This design comes from an exercise in tuning for small area, a short achievable clock period and few clock cycles per item on the open sky130 flow, not from production work. The RTL was checked by simulation tests, not by an equivalence proof against the original design. Power is estimated from default activity; no workload was simulated.

==> flow/design.v <==
package fkvc_pkg;
  localparam int DEPTH    = 32;
  localparam int KEY_BITS = 64;
  localparam int SLOT_W  = (DEPTH > 1) ? $clog2(DEPTH) : 1;
  localparam int COUNT_W = $clog2(DEPTH + 1);
  localparam int CAP_W   = 7;
  localparam int KEY_W   = 64;
  localparam int VAL_W   = 32;
  localparam logic [CAP_W-1:0] CAP_RESET  = CAP_W'(64);
  localparam logic signed [VAL_W-1:0] MISS_VALUE = -32'sd1;
  typedef enum logic {
    CMD_GET = 1'b0,
    CMD_PUT = 1'b1
  } command_e;
  typedef struct packed {
    logic start;
    logic issue;
    logic finish;
    logic load_out;
  } dp_cmd_t;
  typedef struct packed {
    logic match;
    logic exhausted;
    logic out_free;
  } dp_stat_t;
endpackage
import fkvc_pkg::*;
module fifo_replacement_kv_cache
(
  input  logic                    clk_i,
  input  logic                    rst_ni,
  input  logic                    in_valid_i,
  output logic                    in_ready_o,
  input  logic                    command_i,
  input  logic [KEY_W-1:0]        key_i,
  input  logic signed [VAL_W-1:0] value_i,
  output logic                    out_valid_o,
  input  logic                    out_ready_i,
  output logic                    found_o,
  output logic signed [VAL_W-1:0] read_value_o,
  input  logic                    cfg_we_i,
  input  logic [CAP_W-1:0]        cfg_wdata_i
);
  localparam int QN = 3;               
  localparam int HG = 8;               
  localparam int NG = DEPTH / HG;
  localparam int QW = 2;
  logic [KEY_W-1:0]   tkey_q [DEPTH];
  logic [VAL_W-1:0]   tval_q [DEPTH];
  logic [DEPTH-1:0]   valid_q;
  logic [SLOT_W-1:0]  oldest_q;
  logic [SLOT_W-1:0]  ins_q;           
  logic [COUNT_W-1:0] count_q;
  logic [COUNT_W-1:0] cap_q;           
  logic               in_ready_q;
  logic               s0_vld_q;
  logic               s0_cmd_q;
  logic [KEY_W-1:0]   s0_key_q;
  logic [VAL_W-1:0]   s0_val_q;
  logic               s1_vld_q;
  logic               s1_cmd_q;
  logic [KEY_W-1:0]   s1_key_q;
  logic [VAL_W-1:0]   s1_val_q;
  logic [DEPTH-1:0]   s1_m_q;          
  logic [NG-1:0]      s1_hg_q;         
  logic [DEPTH-1:0]   pmatch;
  logic               eqprev;
  logic [DEPTH-1:0]   valid_d;
  logic [DEPTH-1:0]   we_key, we_val;
  assign eqprev = (s0_key_q == s1_key_q);
  always_comb begin
    for (int i = 0; i < DEPTH; i++) begin
      pmatch[i] = valid_d[i] && (we_key[i] ? eqprev : (tkey_q[i] == s0_key_q));
    end
  end
  always_ff @(posedge clk_i or negedge rst_ni) begin
    if (!rst_ni) begin
      s0_vld_q <= 1'b0;
      s1_vld_q <= 1'b0;
    end else begin
      s0_vld_q <= in_valid_i && in_ready_q;
      s1_vld_q <= s0_vld_q;
    end
  end
  always_ff @(posedge clk_i) begin
    s0_cmd_q <= command_i;
    s0_key_q <= key_i;
    s0_val_q <= value_i;
    s1_cmd_q <= s0_cmd_q;
    s1_key_q <= s0_key_q;
    s1_val_q <= s0_val_q;
    s1_m_q   <= pmatch;
    for (int g = 0; g < NG; g++) begin
      s1_hg_q[g] <= |pmatch[g*HG +: HG];
    end
  end
  logic [DEPTH-1:0]   match;
  logic               hit;
  logic [DEPTH-1:0]   ins_dec, old_dec;
  logic [VAL_W-1:0]   rd_val;
  logic               put, insert, evict, full;
  always_comb begin
    rd_val = '0;
    for (int i = 0; i < DEPTH; i++) begin
      match[i] = s1_m_q[i];
      rd_val   = rd_val | ({VAL_W{match[i]}} & tval_q[i]);
    end
  end
  assign hit    = |s1_hg_q;
  assign put    = s1_vld_q && s1_cmd_q;
  assign full   = count_q[COUNT_W-1];            
  assign insert = put && !hit;
  assign evict  = insert && (count_q >= cap_q);
  always_comb begin
    for (int i = 0; i < DEPTH; i++) begin
      ins_dec[i] = (ins_q == SLOT_W'(i));
      old_dec[i] = (oldest_q == SLOT_W'(i));
      we_key[i]  = put && !(full && hit) && ins_dec[i];
      we_val[i]  = we_key[i] || (put && match[i]);
      valid_d[i] = (insert && ins_dec[i]) || (valid_q[i] && !(evict && old_dec[i]));
    end
  end
  for (genvar i = 0; i < DEPTH; i++) begin : g_entry
    always_ff @(posedge clk_i) begin
      if (we_key[i]) tkey_q[i] <= s1_key_q;
      if (we_val[i]) tval_q[i] <= s1_val_q;
    end
    always_ff @(posedge clk_i or negedge rst_ni) begin
      if (!rst_ni) begin
        valid_q[i] <= 1'b0;
      end else begin
        valid_q[i] <= valid_d[i];
      end
    end
  end
  always_ff @(posedge clk_i or negedge rst_ni) begin
    if (!rst_ni) begin
      oldest_q <= '0;
      ins_q    <= '0;
      count_q  <= '0;
      cap_q    <= COUNT_W'(DEPTH);
    end else begin
      if (cfg_we_i) begin
        if (cfg_wdata_i == '0)                cap_q <= COUNT_W'(1);
        else if (int'(cfg_wdata_i) > DEPTH)   cap_q <= COUNT_W'(DEPTH);
        else                                  cap_q <= COUNT_W'(cfg_wdata_i);
      end
      if (insert) begin
        ins_q <= ins_q + SLOT_W'(1);
        if (evict) oldest_q <= oldest_q + SLOT_W'(1);
        else       count_q  <= count_q + COUNT_W'(1);
      end
    end
  end
  logic             r_found;
  logic [VAL_W-1:0] r_value;
  assign r_found = hit;
  assign r_value = s1_cmd_q ? '0 : (rd_val | {VAL_W{!hit}});
  logic             ov_q;              
  logic             of_q;              
  logic [VAL_W-1:0] od_q;
  logic             bf_q [QN];         
  logic [VAL_W-1:0] bd_q [QN];
  logic [QW-1:0]    rd_q, wr_q;
  logic [QW:0]      bn_q;              
  logic             enq, deq, b_empty, to_head, b_pop, b_push;
  logic [QW+1:0]    total_d;
  assign enq     = s1_vld_q;
  assign deq     = ov_q && out_ready_i;
  assign b_empty = (bn_q == '0);
  assign to_head = enq && (!ov_q || (deq && b_empty));
  assign b_pop   = deq && !b_empty;
  assign b_push  = enq && !to_head;
  assign total_d = (QW+2)'(bn_q) + (QW+2)'(ov_q) + (QW+2)'(enq) - (QW+2)'(deq);
  for (genvar j = 0; j < QN; j++) begin : g_buf
    always_ff @(posedge clk_i) begin
      if (enq && wr_q == QW'(j)) begin
        bf_q[j] <= r_found;
        bd_q[j] <= r_value;
      end
    end
  end
  always_ff @(posedge clk_i) begin
    if (to_head) begin
      of_q <= r_found;
      od_q <= r_value;
    end else if (b_pop) begin
      of_q <= bf_q[rd_q];
      od_q <= bd_q[rd_q];
    end
  end
  always_ff @(posedge clk_i or negedge rst_ni) begin
    if (!rst_ni) begin
      ov_q       <= 1'b0;
      rd_q       <= '0;
      wr_q       <= '0;
      bn_q       <= '0;
      in_ready_q <= 1'b1;
    end else begin
      ov_q <= (total_d != '0);
      if (b_pop)  rd_q <= (rd_q == QW'(QN - 1)) ? '0 : rd_q + QW'(1);
      if (b_push) wr_q <= (wr_q == QW'(QN - 1)) ? '0 : wr_q + QW'(1);
      bn_q <= bn_q + (QW+1)'(b_push) - (QW+1)'(b_pop);
      in_ready_q <= ((QW+2)'(total_d) + (QW+2)'(s0_vld_q)
                     + (QW+2)'(in_valid_i && in_ready_q)) <= (QW+2)'(QN);
    end
  end
  assign in_ready_o   = in_ready_q;
  assign out_valid_o  = ov_q;
  assign found_o      = of_q;
  assign read_value_o = od_q;
endmodule
Settings: LEC_CHECK=0, CAP_MARGIN=20, CORE_MARGIN=2, CORE_UTILIZATION=45, CTS_CLUSTER_DIAMETER=100, CTS_CLUSTER_SIZE=24, PLACE_DENSITY=0.55, SETUP_SLACK_MARGIN=5.0, SLEW_MARGIN=20, SYNTH_MEMORY_MAX_BITS=16384; clock period 8.0 ns.
run.sh (not shown) runs the stock make flow with config.mk's settings and CLKGATE_MAP_FILE= SYNTH_SCRIPT=/design/flow/synth_recipe.tcl, a recipe that flattens the netlist after the stock synthesis.
Testbench counts at the start, summed over its fixed seeds: cycles 8,024, items 8,000.
Then changed:
--- a/flow/design.v
+++ b/flow/design.v
@@ -38,60 +38,51 @@
   input  logic                    out_ready_i,
   output logic                    found_o,
   output logic signed [VAL_W-1:0] read_value_o,
   input  logic                    cfg_we_i,
   input  logic [CAP_W-1:0]        cfg_wdata_i
 );
-  localparam int QN = 3;               
+  localparam int QN = 2;               
   localparam int HG = 8;               
   localparam int NG = DEPTH / HG;
-  localparam int QW = 2;
+  localparam int QW = 1;
   logic [KEY_W-1:0]   tkey_q [DEPTH];
   logic [VAL_W-1:0]   tval_q [DEPTH];
   logic [DEPTH-1:0]   valid_q;
   logic [SLOT_W-1:0]  oldest_q;
   logic [SLOT_W-1:0]  ins_q;           
   logic [COUNT_W-1:0] count_q;
   logic [COUNT_W-1:0] cap_q;           
   logic               in_ready_q;
-  logic               s0_vld_q;
-  logic               s0_cmd_q;
-  logic [KEY_W-1:0]   s0_key_q;
-  logic [VAL_W-1:0]   s0_val_q;
   logic               s1_vld_q;
   logic               s1_cmd_q;
   logic [KEY_W-1:0]   s1_key_q;
   logic [VAL_W-1:0]   s1_val_q;
   logic [DEPTH-1:0]   s1_m_q;          
   logic [NG-1:0]      s1_hg_q;         
   logic [DEPTH-1:0]   pmatch;
   logic               eqprev;
   logic [DEPTH-1:0]   valid_d;
   logic [DEPTH-1:0]   we_key, we_val;
-  assign eqprev = (s0_key_q == s1_key_q);
+  assign eqprev = (key_i == s1_key_q);
   always_comb begin
     for (int i = 0; i < DEPTH; i++) begin
-      pmatch[i] = valid_d[i] && (we_key[i] ? eqprev : (tkey_q[i] == s0_key_q));
+      pmatch[i] = valid_d[i] && (we_key[i] ? eqprev : (tkey_q[i] == key_i));
     end
   end
   always_ff @(posedge clk_i or negedge rst_ni) begin
     if (!rst_ni) begin
-      s0_vld_q <= 1'b0;
       s1_vld_q <= 1'b0;
     end else begin
-      s0_vld_q <= in_valid_i && in_ready_q;
-      s1_vld_q <= s0_vld_q;
+      s1_vld_q <= in_valid_i && in_ready_q;
     end
   end
   always_ff @(posedge clk_i) begin
-    s0_cmd_q <= command_i;
-    s0_key_q <= key_i;
-    s0_val_q <= value_i;
-    s1_cmd_q <= s0_cmd_q;
-    s1_key_q <= s0_key_q;
-    s1_val_q <= s0_val_q;
+    s1_cmd_q <= command_i;
+    s1_key_q <= key_i;
+    s1_val_q <= value_i;
     s1_m_q   <= pmatch;
     for (int g = 0; g < NG; g++) begin
       s1_hg_q[g] <= |pmatch[g*HG +: HG];
     end
   end
   logic [DEPTH-1:0]   match;
@@ -195,17 +186,17 @@
       rd_q       <= '0;
       wr_q       <= '0;
       bn_q       <= '0;
       in_ready_q <= 1'b1;
     end else begin
       ov_q <= (total_d != '0);
-      if (b_pop)  rd_q <= (rd_q == QW'(QN - 1)) ? '0 : rd_q + QW'(1);
-      if (b_push) wr_q <= (wr_q == QW'(QN - 1)) ? '0 : wr_q + QW'(1);
+      if (b_pop)  rd_q <= rd_q + QW'(1);
+      if (b_push) wr_q <= wr_q + QW'(1);
       bn_q <= bn_q + (QW+1)'(b_push) - (QW+1)'(b_pop);
-      in_ready_q <= ((QW+2)'(total_d) + (QW+2)'(s0_vld_q)
-                     + (QW+2)'(in_valid_i && in_ready_q)) <= (QW+2)'(QN);
+      in_ready_q <= ((QW+2)'(total_d) + (QW+2)'(in_valid_i && in_ready_q))
+                    <= (QW+2)'(QN);
     end
   end
   assign in_ready_o   = in_ready_q;
   assign out_valid_o  = ov_q;
   assign found_o      = of_q;
   assign read_value_o = od_q;
Effect: Global-route usage goes up by 0.82 points. Design area stays flat. Register-to-register slack is about the same. Wire length came out lower by 0.93%. Non-clock buffer count goes up by 103. Clock power stays flat. Setup slack is worse by 0.33 ns. Synthesized cell count falls by 3.6%. Hold slack gets better by 0.18 ns. First-iteration DRC count drops by 1.1%. Maximum frequency is lower by 9.3%. Sequential share of layout area falls by 2.3 points. Final cell count goes down by 1.5%.
Testbench counts after the change, summed over its fixed seeds: cycles 8,016, items 8,000.

## what the ideal ports hide
In the flow no input, the clock included, has a driving cell. The finished layouts below were timed again as built, in two steps. Step 1, drivers: a clkbuf_16 drives clk_i and a buf_2 each remaining input, both assumed. Step 2 also shifts input and output timing later by t, the mid clock arrival at the registers, as if the neighbouring blocks saw the same clock. Three values: ideal, step 1, step 2; two values: the first two.
| run | shift t [ns] | slack for setup (ns) | latest minus earliest clock arrival (ns) | worst register clock-pin slew, ns | worst slew at a driven data input, ns |
|---|---|---|---|---|---|
| the first run | 1.011 | 4.823 / 4.770 / 4.177 | 0.063 / 0.062 | 0.11 / 0.11 | 0.09 |
| the second run | 0.979 | 4.498 / 4.313 / 3.333 | 0.074 / 0.075 | 0.11 / 0.11 | 0.44 |
After both steps setup and hold are still met in every run listed. For the second run, which loses most, drivers alone change the setup slack by -0.185 ns; drivers and shift together by -1.165 ns.
